This is an optimization exercise on Yosys and OpenROAD, whose aim is small area, a short achievable clock period and few clock cycles per item, not a production implementation. Power and IR drop assume default switching activity.

==> nickel: inputs <==
// handle_registry_sorted_table
module handle_registry_sorted_table #(
  parameter int unsigned CAPACITY    = 64,
  parameter int unsigned VALUE_WIDTH = 32
) (
  input  logic                clk_i,
  input  logic                rst_ni,
  input  logic                in_valid_i,
  output logic                in_stall_o,
  input  hrst_pkg::in_item_t  in_item_i,
  output logic                out_valid_o,
  input  logic                out_stall_i,
  output hrst_pkg::out_item_t out_item_o
);
==> flow/config.mk <==
export PLATFORM = sky130hd
export DESIGN_NAME = handle_registry_sorted_table
export DESIGN_NICKNAME = handle_registry_sorted_table
export VERILOG_FILES = /design/flow/design.v
export SDC_FILE = /design/flow/constraint.sdc
export NUM_CORES = 4
export LEC_CHECK = 0
export CAP_MARGIN = 30
export CORE_MARGIN = 2
export CORE_UTILIZATION = 40
export CTS_CLUSTER_DIAMETER = 100
export CTS_CLUSTER_SIZE = 24
export SLEW_MARGIN = 40
export SYNTH_MEMORY_MAX_BITS = 8192
==> flow/constraint.sdc <==
create_clock -name core_clock -period 10.0 [get_ports {clk_i}]
set_input_delay 2.0000 -clock core_clock [delete_from_list [all_inputs] [get_ports {clk_i}]]
set_output_delay 2.0000 -clock core_clock [all_outputs]
set_load 0.01 [all_outputs]
standard.sh (not shown) runs the stock make flow with config.mk's settings and CLKGATE_MAP_FILE= SYNTH_SCRIPT=/design/flow/synth_recipe.tcl, a recipe that flattens the netlist after the stock synthesis.
==> flow/flow/run.sh <==
#!/bin/bash
# Layout: the standard flow (standard.sh), with the input and output ports buffered by
# sky130_fd_sc_hd__buf_4 instead of the cell buffer_ports picks by default (a delay buffer).
# The make output goes to flow_make.log here; ORFS's own logs stay under orfs/logs/.
set -euo pipefail
export BUFFER_PORTS_ARGS="-buffer_cell sky130_fd_sc_hd__buf_4"
bash standard.sh > flow_make.log 2>&1
==> onyx: changes against nickel <==
--- a/flow/design.v
+++ b/flow/design.v
@@ -110,11 +110,12 @@
   assign out_item_o  = head_q;
 endmodule
 module hrst_dpath #(
   parameter int unsigned CAPACITY    = 64,
   parameter int unsigned VALUE_WIDTH = 32,
-  parameter int unsigned NPOINT      = 8
+  parameter int unsigned NPOINT      = 8,
+  parameter int unsigned NPEND       = 3
 ) (
   input  logic                       clk_i,
   input  logic                       rst_ni,
   input  logic                       adv_i,
   input  logic                       exec_i,
@@ -125,29 +126,24 @@
   input  logic [1:0]                 op_b_i,
   input  logic [VALUE_WIDTH-1:0]     val_b_i,
   output hrst_pkg::out_item_t        res_o
 );
   localparam int unsigned CW   = $clog2(CAPACITY + 1);
-  localparam int unsigned NPEND = 4;
-  localparam int unsigned PIW   = 2;
-  localparam int unsigned HW    = hrst_pkg::KEY_W - 2;
+  localparam int unsigned PIW  = (NPEND > 1) ? $clog2(NPEND) : 1;
   localparam int unsigned STEP = CAPACITY / NPOINT;
   localparam int unsigned KW   = hrst_pkg::KEY_W;
   localparam logic [CW-1:0] CapC = CW'(CAPACITY);
   logic [CAPACITY-1:0] rv_q, rv_d;
   logic [KW-1:0]          rk_q [CAPACITY];
   logic [VALUE_WIDTH-1:0] rd_q [CAPACITY];
   logic [NPEND-1:0]       pv_q, pv_d;
+  logic [KW-1:0]          pk_q [NPEND];
   logic [VALUE_WIDTH-1:0] pd_q [NPEND];
   logic [CW-1:0] count_q, count_inc_q, count_dec_q, count_d, count_inc_d, count_dec_d;
   logic [CW-1:0] count_inc2, count_dec2;
   logic          full_d, near_full_q;
   logic [KW:0]   next_key_q, next_key_inc_q;
-  logic [HW-1:0] hi_m1_q;    
-  logic [1:0]    lo;
-  logic [HW-1:0] hi;
-  logic          hi_match, hi_m1_match;
   logic          full_q;
   logic [CAPACITY-1:0] mr_q, mr_base, mr_d;
   logic [NPEND-1:0]    mp_q, mp_base, mp_d;
   logic [CAPACITY-1:0] mr_a, mr_b, kill_r;
   logic [NPEND-1:0]    mp_a, mp_b, kill_p, tgt, placed;
@@ -157,53 +153,44 @@
   logic [PIW-1:0]      src_idx;
   logic [KW-1:0]          src_key;
   logic [VALUE_WIDTH-1:0] src_val;
   logic                is_ins, is_lkp, is_del, hit, ins_ok, del_ok, key_exh, ins_go;
   logic [VALUE_WIDTH-1:0] fval;
-  assign lo = next_key_q[1:0];
-  assign hi = next_key_q[KW-1:2];
   always_comb begin
     src_idx = '0;
     for (int x = NPEND-1; x >= 0; x--) begin
       if (placed_q[x]) src_idx = PIW'(x);
     end
     place    = |placed_q;
     pt       = pt_q;
     placed   = placed_q;
     tgt      = tgt_q;
-    src_key  = {(src_idx < lo) ? hi : hi_m1_q, src_idx};
+    src_key  = pk_q[src_idx];
     src_val  = pd_q[src_idx];
     src_kill = |(kill_p & placed_q);
     src_live = |(pv_q & placed_q);
   end
   always_comb begin
     logic [NPEND-1:0]  pv_n, src_n;
-    logic [NPEND-1:0]  placed_c [2];
-    logic [NPEND-1:0]  tgt_c [2];
     logic [NPOINT-1:0] avail_n;
-    logic [1:0]        lo_n, x;
+    pv_n = (pv_q & ~placed_q) | (ins_go ? tgt_q : '0);
     for (int k = 0; k < NPOINT; k++) begin
       avail_n[k] = !rv_q[(k*STEP + CAPACITY - 2) % CAPACITY];
     end
     pt_d = '0;
     for (int k = NPOINT-1; k >= 0; k--) begin
       if (avail_n[k]) pt_d = NPOINT'(1) << k;
     end
-    for (int c = 0; c < 2; c++) begin
-      pv_n = (pv_q & ~placed_q) | ((c == 1) ? tgt_q : '0);
-      lo_n = lo + 2'(c);
-      src_n = '0;
-      for (int j = NPEND-1; j >= 0; j--) begin
-        x = lo_n + 2'(j);
-        if (pv_n[x]) src_n = NPEND'(1) << x;
-      end
-      placed_c[c] = (|avail_n) ? src_n : '0;
-      tgt_c[c] = '0;
-      if (!pv_n[lo_n] || placed_c[c][lo_n]) tgt_c[c] = NPEND'(1) << lo_n;
+    src_n = '0;
+    for (int x = NPEND-1; x >= 0; x--) begin
+      if (pv_n[x]) src_n = NPEND'(1) << x;
+    end
+    placed_d = (|avail_n) ? src_n : '0;
+    tgt_d = '0;
+    for (int x = NPEND-1; x >= 0; x--) begin
+      if (!pv_n[x] || placed_d[x]) tgt_d = NPEND'(1) << x;
     end
-    placed_d = ins_go ? placed_c[1] : placed_c[0];
-    tgt_d    = ins_go ? tgt_c[1] : tgt_c[0];
   end
   always_ff @(posedge clk_i or negedge rst_ni) begin
     if (!rst_ni) begin
       placed_q <= '0;
       pt_q     <= '0;
@@ -212,23 +199,21 @@
       placed_q <= placed_d;
       pt_q     <= pt_d;
       tgt_q    <= tgt_d;
     end
   end
-  assign next_match  = ((key_an_i ^ next_key_q[KW-1:0]) == '1);
-  assign hi_match    = ((key_an_i[KW-1:2] ^ hi) == '1);
-  assign hi_m1_match = ((key_an_i[KW-1:2] ^ hi_m1_q) == '1);
+  assign next_match = ((key_an_i ^ next_key_q[KW-1:0]) == '1);
   always_comb begin
     for (int i = 0; i < CAPACITY; i++) begin
       if (i < CAPACITY / 2) begin
         mr_a[i] = rv_q[i] && (rk_q[i] == key_a_i);
       end else begin
         mr_a[i] = rv_q[i] && ((rk_q[i] ^ key_an_i) == '1);
       end
     end
     for (int x = 0; x < NPEND; x++) begin
-      mp_a[x] = pv_q[x] && (~key_an_i[1:0] == 2'(x)) && ((x < lo) ? hi_match : hi_m1_match);
+      mp_a[x] = pv_q[x] && ((pk_q[x] ^ key_an_i) == '1);
     end
   end
   always_comb begin
     mr_base = adv_i ? mr_a : mr_q;
     mp_base = adv_i ? mp_a : mp_q;
@@ -334,11 +319,12 @@
         rk_q[k*STEP] <= src_key;
         rd_q[k*STEP] <= src_val;
       end
     end
     for (int x = 0; x < NPEND; x++) begin
-      if (tgt[x]) begin
+      if (ins_go && tgt[x]) begin
+        pk_q[x] <= next_key_q[KW-1:0];
         pd_q[x] <= val_b_i;
       end
     end
   end
   always_ff @(posedge clk_i or negedge rst_ni) begin
@@ -348,23 +334,19 @@
       count_dec_q <= '1;
       full_q      <= 1'b0;
       near_full_q <= 1'b0;
       next_key_q     <= '0;
       next_key_inc_q <= (KW+1)'(1);
-      hi_m1_q        <= '1;
     end else if (exec_i) begin
       count_q     <= count_d;
       count_inc_q <= count_inc_d;
       count_dec_q <= count_dec_d;
       full_q      <= full_d;
       near_full_q <= (count_inc_d == CapC);
       if (ins_ok) begin
         next_key_q     <= next_key_inc_q;
         next_key_inc_q <= next_key_inc_q + (KW+1)'(1);
-        if (lo == 2'd3) begin
-          hi_m1_q <= hi;
-        end
       end
     end
   end
 endmodule
 module handle_registry_sorted_table #(
==> flow/flow/run.sh (replaced) <==
#!/bin/bash
# Layout: the standard flow (standard.sh) with two changes to how it optimises:
#  - the input and output ports are buffered by sky130_fd_sc_hd__buf_4 instead of the cell
#    buffer_ports picks by default (a delay buffer);
#  - timing repair aims for setup slack SETUP_SLACK_MARGIN ns beyond the constraint, so that it
#    works on the paths that set the achieved period. The clock and the SDC are the standard flow's.
# The make output goes to flow_make.log here; ORFS's own logs stay under orfs/logs/.
set -euo pipefail
export BUFFER_PORTS_ARGS="-buffer_cell sky130_fd_sc_hd__buf_4"
export SETUP_SLACK_MARGIN=6.5
bash standard.sh > flow_make.log 2>&1
Settings changed: CTS_CLUSTER_DIAMETER 100 to default, CTS_CLUSTER_SIZE 24 to default.
==> garnet: changes against nickel <==
--- a/flow/design.v
+++ b/flow/design.v
@@ -95,11 +95,11 @@
       val_b_q <= a_q.value[VALUE_WIDTH-1:0];
     end
     if (head_free) begin
       head_q <= skid_v_q ? skid_q : res_i;
     end
-    if (!skid_v_q) begin
+    if (!head_free && !skid_v_q) begin
       skid_q <= res_i;
     end
   end
   assign in_stall_o  = stall_q;
   assign key_a_o     = a_q.key;
@@ -110,11 +110,12 @@
   assign out_item_o  = head_q;
 endmodule
 module hrst_dpath #(
   parameter int unsigned CAPACITY    = 64,
   parameter int unsigned VALUE_WIDTH = 32,
-  parameter int unsigned NPOINT      = 8
+  parameter int unsigned NPOINT      = 8,
+  parameter int unsigned NPEND       = 3
 ) (
   input  logic                       clk_i,
   input  logic                       rst_ni,
   input  logic                       adv_i,
   input  logic                       exec_i,
@@ -125,120 +126,83 @@
   input  logic [1:0]                 op_b_i,
   input  logic [VALUE_WIDTH-1:0]     val_b_i,
   output hrst_pkg::out_item_t        res_o
 );
   localparam int unsigned CW   = $clog2(CAPACITY + 1);
-  localparam int unsigned NPEND = 4;
-  localparam int unsigned PIW   = 2;
-  localparam int unsigned HW    = hrst_pkg::KEY_W - 2;
+  localparam int unsigned PIW  = (NPEND > 1) ? $clog2(NPEND) : 1;
   localparam int unsigned STEP = CAPACITY / NPOINT;
   localparam int unsigned KW   = hrst_pkg::KEY_W;
   localparam logic [CW-1:0] CapC = CW'(CAPACITY);
   logic [CAPACITY-1:0] rv_q, rv_d;
   logic [KW-1:0]          rk_q [CAPACITY];
   logic [VALUE_WIDTH-1:0] rd_q [CAPACITY];
   logic [NPEND-1:0]       pv_q, pv_d;
+  logic                   pend_blk_q;
+  logic [KW-1:0]          pk_q [NPEND];
   logic [VALUE_WIDTH-1:0] pd_q [NPEND];
-  logic [CW-1:0] count_q, count_inc_q, count_dec_q, count_d, count_inc_d, count_dec_d;
-  logic [CW-1:0] count_inc2, count_dec2;
-  logic          full_d, near_full_q;
+  logic [CW-1:0] count_q, count_inc_q, count_dec_q, count_d;
   logic [KW:0]   next_key_q, next_key_inc_q;
-  logic [HW-1:0] hi_m1_q;    
-  logic [1:0]    lo;
-  logic [HW-1:0] hi;
-  logic          hi_match, hi_m1_match;
   logic          full_q;
   logic [CAPACITY-1:0] mr_q, mr_base, mr_d;
   logic [NPEND-1:0]    mp_q, mp_base, mp_d;
   logic [CAPACITY-1:0] mr_a, mr_b, kill_r;
-  logic [NPEND-1:0]    mp_a, mp_b, kill_p, tgt, placed;
-  logic [NPEND-1:0]    placed_q, placed_d, tgt_q, tgt_d;
-  logic [NPOINT-1:0]   pt, pt_q, pt_d;
-  logic                next_match, place, src_kill, src_live;
+  logic [NPEND-1:0]    mp_a, mp_b, kill_p, tgt, src, placed;
+  logic [NPOINT-1:0]   avail, pt;
+  logic                next_match, place, any_avail, src_kill;
   logic [PIW-1:0]      src_idx;
   logic [KW-1:0]          src_key;
   logic [VALUE_WIDTH-1:0] src_val;
   logic                is_ins, is_lkp, is_del, hit, ins_ok, del_ok, key_exh, ins_go;
   logic [VALUE_WIDTH-1:0] fval;
-  assign lo = next_key_q[1:0];
-  assign hi = next_key_q[KW-1:2];
   always_comb begin
-    src_idx = '0;
-    for (int x = NPEND-1; x >= 0; x--) begin
-      if (placed_q[x]) src_idx = PIW'(x);
-    end
-    place    = |placed_q;
-    pt       = pt_q;
-    placed   = placed_q;
-    tgt      = tgt_q;
-    src_key  = {(src_idx < lo) ? hi : hi_m1_q, src_idx};
-    src_val  = pd_q[src_idx];
-    src_kill = |(kill_p & placed_q);
-    src_live = |(pv_q & placed_q);
-  end
-  always_comb begin
-    logic [NPEND-1:0]  pv_n, src_n;
-    logic [NPEND-1:0]  placed_c [2];
-    logic [NPEND-1:0]  tgt_c [2];
-    logic [NPOINT-1:0] avail_n;
-    logic [1:0]        lo_n, x;
     for (int k = 0; k < NPOINT; k++) begin
-      avail_n[k] = !rv_q[(k*STEP + CAPACITY - 2) % CAPACITY];
+      avail[k] = !rv_q[(k*STEP + CAPACITY - 1) % CAPACITY];
     end
-    pt_d = '0;
+    any_avail = |avail;
+    pt = '0;
     for (int k = NPOINT-1; k >= 0; k--) begin
-      if (avail_n[k]) pt_d = NPOINT'(1) << k;
+      if (avail[k]) pt = NPOINT'(1) << k;
     end
-    for (int c = 0; c < 2; c++) begin
-      pv_n = (pv_q & ~placed_q) | ((c == 1) ? tgt_q : '0);
-      lo_n = lo + 2'(c);
-      src_n = '0;
-      for (int j = NPEND-1; j >= 0; j--) begin
-        x = lo_n + 2'(j);
-        if (pv_n[x]) src_n = NPEND'(1) << x;
+    src     = '0;
+    src_idx = '0;
+    for (int x = NPEND-1; x >= 0; x--) begin
+      if (pv_q[x]) begin
+        src     = NPEND'(1) << x;
+        src_idx = PIW'(x);
       end
-      placed_c[c] = (|avail_n) ? src_n : '0;
-      tgt_c[c] = '0;
-      if (!pv_n[lo_n] || placed_c[c][lo_n]) tgt_c[c] = NPEND'(1) << lo_n;
     end
-    placed_d = ins_go ? placed_c[1] : placed_c[0];
-    tgt_d    = ins_go ? tgt_c[1] : tgt_c[0];
-  end
-  always_ff @(posedge clk_i or negedge rst_ni) begin
-    if (!rst_ni) begin
-      placed_q <= '0;
-      pt_q     <= '0;
-      tgt_q    <= NPEND'(1);
-    end else begin
-      placed_q <= placed_d;
-      pt_q     <= pt_d;
-      tgt_q    <= tgt_d;
+    place    = (|pv_q) && any_avail;
+    placed   = place ? src : '0;
+    src_key  = pk_q[src_idx];
+    src_val  = pd_q[src_idx];
+    src_kill = |(kill_p & src);
+    tgt = '0;
+    for (int x = NPEND-1; x >= 0; x--) begin
+      if (!pv_q[x] || placed[x]) tgt = NPEND'(1) << x;
     end
   end
-  assign next_match  = ((key_an_i ^ next_key_q[KW-1:0]) == '1);
-  assign hi_match    = ((key_an_i[KW-1:2] ^ hi) == '1);
-  assign hi_m1_match = ((key_an_i[KW-1:2] ^ hi_m1_q) == '1);
+  assign next_match = ((key_an_i ^ next_key_q[KW-1:0]) == '1);
   always_comb begin
     for (int i = 0; i < CAPACITY; i++) begin
       if (i < CAPACITY / 2) begin
         mr_a[i] = rv_q[i] && (rk_q[i] == key_a_i);
       end else begin
         mr_a[i] = rv_q[i] && ((rk_q[i] ^ key_an_i) == '1);
       end
     end
     for (int x = 0; x < NPEND; x++) begin
-      mp_a[x] = pv_q[x] && (~key_an_i[1:0] == 2'(x)) && ((x < lo) ? hi_match : hi_m1_match);
+      mp_a[x] = pv_q[x] && ((pk_q[x] ^ key_an_i) == '1);
     end
   end
   always_comb begin
     mr_base = adv_i ? mr_a : mr_q;
     mp_base = adv_i ? mp_a : mp_q;
     for (int i = 0; i < CAPACITY; i++) begin
       mr_d[i] = mr_base[(i + CAPACITY - 1) % CAPACITY];
     end
     for (int k = 0; k < NPOINT; k++) begin
-      if (place && pt[k]) mr_d[k*STEP] = |(mp_base & placed);
+      if (place && pt[k]) mr_d[k*STEP] = |(mp_base & src);
     end
     mp_d = (mp_base & ~placed) | (adv_i ? (tgt & {NPEND{next_match}}) : '0);
   end
   always_ff @(posedge clk_i) begin
     mr_q <= mr_d;
@@ -247,11 +211,11 @@
   assign is_ins  = (op_b_i == hrst_pkg::OP_INSERT);
   assign is_lkp  = (op_b_i == hrst_pkg::OP_LOOKUP);
   assign is_del  = (op_b_i == hrst_pkg::OP_DELETE);
   assign key_exh = next_key_q[KW];
   assign ins_ok  = is_ins && !key_exh && !full_q;
-  assign ins_block_o = ins_ok && !(|tgt_q);
+  assign ins_block_o = ins_ok && pend_blk_q;
   assign ins_go  = exec_i && ins_ok;
   assign mr_b    = mr_q & rv_q;
   assign mp_b    = mp_q & pv_q;
   assign hit     = (|mr_b) || (|mp_b);
   assign del_ok  = is_del && hit;
@@ -264,27 +228,16 @@
     end
     for (int x = 0; x < NPEND; x++) begin
       fval = fval | ({VALUE_WIDTH{mp_b[x]}} & pd_q[x]);
     end
   end
-  assign count_inc2 = count_inc_q + CW'(1);
-  assign count_dec2 = count_dec_q - CW'(1);
   always_comb begin
-    count_d     = count_q;
-    count_inc_d = count_inc_q;
-    count_dec_d = count_dec_q;
-    full_d      = full_q;
+    count_d = count_q;
     if (ins_ok) begin
-      count_d     = count_inc_q;
-      count_inc_d = count_inc2;
-      count_dec_d = count_q;
-      full_d      = near_full_q;
+      count_d = count_inc_q;
     end else if (del_ok) begin
-      count_d     = count_dec_q;
-      count_inc_d = count_q;
-      count_dec_d = count_dec2;
-      full_d      = 1'b0;
+      count_d = count_dec_q;
     end
   end
   always_comb begin
     res_o              = '0;
     res_o.status       = hrst_pkg::ST_NOT_FOUND;
@@ -308,22 +261,31 @@
   always_comb begin
     for (int i = 0; i < CAPACITY; i++) begin
       rv_d[i] = rv_q[(i + CAPACITY - 1) % CAPACITY] && !kill_r[(i + CAPACITY - 1) % CAPACITY];
     end
     for (int k = 0; k < NPOINT; k++) begin
-      if (place && pt[k]) rv_d[k*STEP] = src_live && !src_kill;
+      if (place && pt[k]) rv_d[k*STEP] = !src_kill;
     end
     pv_d = (pv_q & ~placed & ~kill_p) | (ins_go ? tgt : '0);
   end
-  assign pend_full_next_o = !(|tgt_d);
+  always_comb begin
+    logic any_avail_n;
+    any_avail_n = 1'b0;
+    for (int k = 0; k < NPOINT; k++) begin
+      any_avail_n = any_avail_n || !rv_d[(k*STEP + CAPACITY - 1) % CAPACITY];
+    end
+    pend_full_next_o = (&pv_d) && !any_avail_n;
+  end
   always_ff @(posedge clk_i or negedge rst_ni) begin
     if (!rst_ni) begin
-      rv_q <= '0;
-      pv_q <= '0;
+      rv_q       <= '0;
+      pv_q       <= '0;
+      pend_blk_q <= 1'b0;
     end else begin
-      rv_q <= rv_d;
-      pv_q <= pv_d;
+      rv_q       <= rv_d;
+      pv_q       <= pv_d;
+      pend_blk_q <= pend_full_next_o;
     end
   end
   always_ff @(posedge clk_i) begin
     for (int i = 0; i < CAPACITY; i++) begin
       rk_q[i] <= rk_q[(i + CAPACITY - 1) % CAPACITY];
@@ -334,37 +296,32 @@
         rk_q[k*STEP] <= src_key;
         rd_q[k*STEP] <= src_val;
       end
     end
     for (int x = 0; x < NPEND; x++) begin
-      if (tgt[x]) begin
+      if (ins_go && tgt[x]) begin
+        pk_q[x] <= next_key_q[KW-1:0];
         pd_q[x] <= val_b_i;
       end
     end
   end
   always_ff @(posedge clk_i or negedge rst_ni) begin
     if (!rst_ni) begin
       count_q     <= '0;
       count_inc_q <= CW'(1);
       count_dec_q <= '1;
       full_q      <= 1'b0;
-      near_full_q <= 1'b0;
       next_key_q     <= '0;
       next_key_inc_q <= (KW+1)'(1);
-      hi_m1_q        <= '1;
     end else if (exec_i) begin
       count_q     <= count_d;
-      count_inc_q <= count_inc_d;
-      count_dec_q <= count_dec_d;
-      full_q      <= full_d;
-      near_full_q <= (count_inc_d == CapC);
+      count_inc_q <= count_d + CW'(1);
+      count_dec_q <= count_d - CW'(1);
+      full_q      <= (count_d == CapC);
       if (ins_ok) begin
         next_key_q     <= next_key_inc_q;
         next_key_inc_q <= next_key_inc_q + (KW+1)'(1);
-        if (lo == 2'd3) begin
-          hi_m1_q <= hi;
-        end
       end
     end
   end
 endmodule
 module handle_registry_sorted_table #(
Settings changed: CTS_CLUSTER_DIAMETER 100 to default, CTS_CLUSTER_SIZE 24 to default.
==> summary.txt <==
Of onyx and nickel, onyx has the higher fmax (gap 13%, measured against nickel).
In garnet the worst hold slack is lower than in onyx, by 0.021 ns.
Non-clock buffer count: garnet is higher than nickel (39).
Area after synthesis, highest first: nickel, garnet, onyx.
Design area, lowest first: nickel, garnet, onyx.
Against onyx, the synthesized cell count of garnet is smaller by about 0.3%.
In onyx the power is higher than in garnet, by about 8%.
Wire length, highest first: garnet, nickel, onyx.
The highest utilization belongs to onyx, the lowest to nickel.
Function was not checked in any run of this note: the RTL went through the layout flow alone.

[what the ideal ports hide]
No port has a modelled driver above. Below, the same layouts with a new extraction and two added sets of constraints. Step 1 sets driving cells, clkbuf_16 on the clock port and buf_2 on the other inputs (assumed; they add their load-dependent delay and slew). Step 2 times the ports against the registers' clock, not the clock port: input delays grow and output delays shrink by t, the midpoint of the rising clock arrivals with the driver on. a / b / c = ideal / step 1 / step 2; a / b = the first two.
run	t, ns	slack for setup (ns)	hold slack, ns	latest minus earliest clock arrival (ns)	worst data-port slew with drivers (ns)
nickel	1.071	5.737 / 5.737 / 5.737	0.279 / 0.279 / 0.279	0.125 / 0.125	0.09
onyx	1.091	6.226 / 6.115 / 6.450	0.307 / 0.307 / 0.307	0.067 / 0.067	0.14
garnet	1.103	5.960 / 5.960 / 5.347	0.285 / 0.285 / 0.285	0.096 / 0.096	0.12
After both steps every run listed still meets setup and hold. For garnet, which loses most, drivers alone change the setup slack by 0.000 ns; drivers and shift together by -0.613 ns.
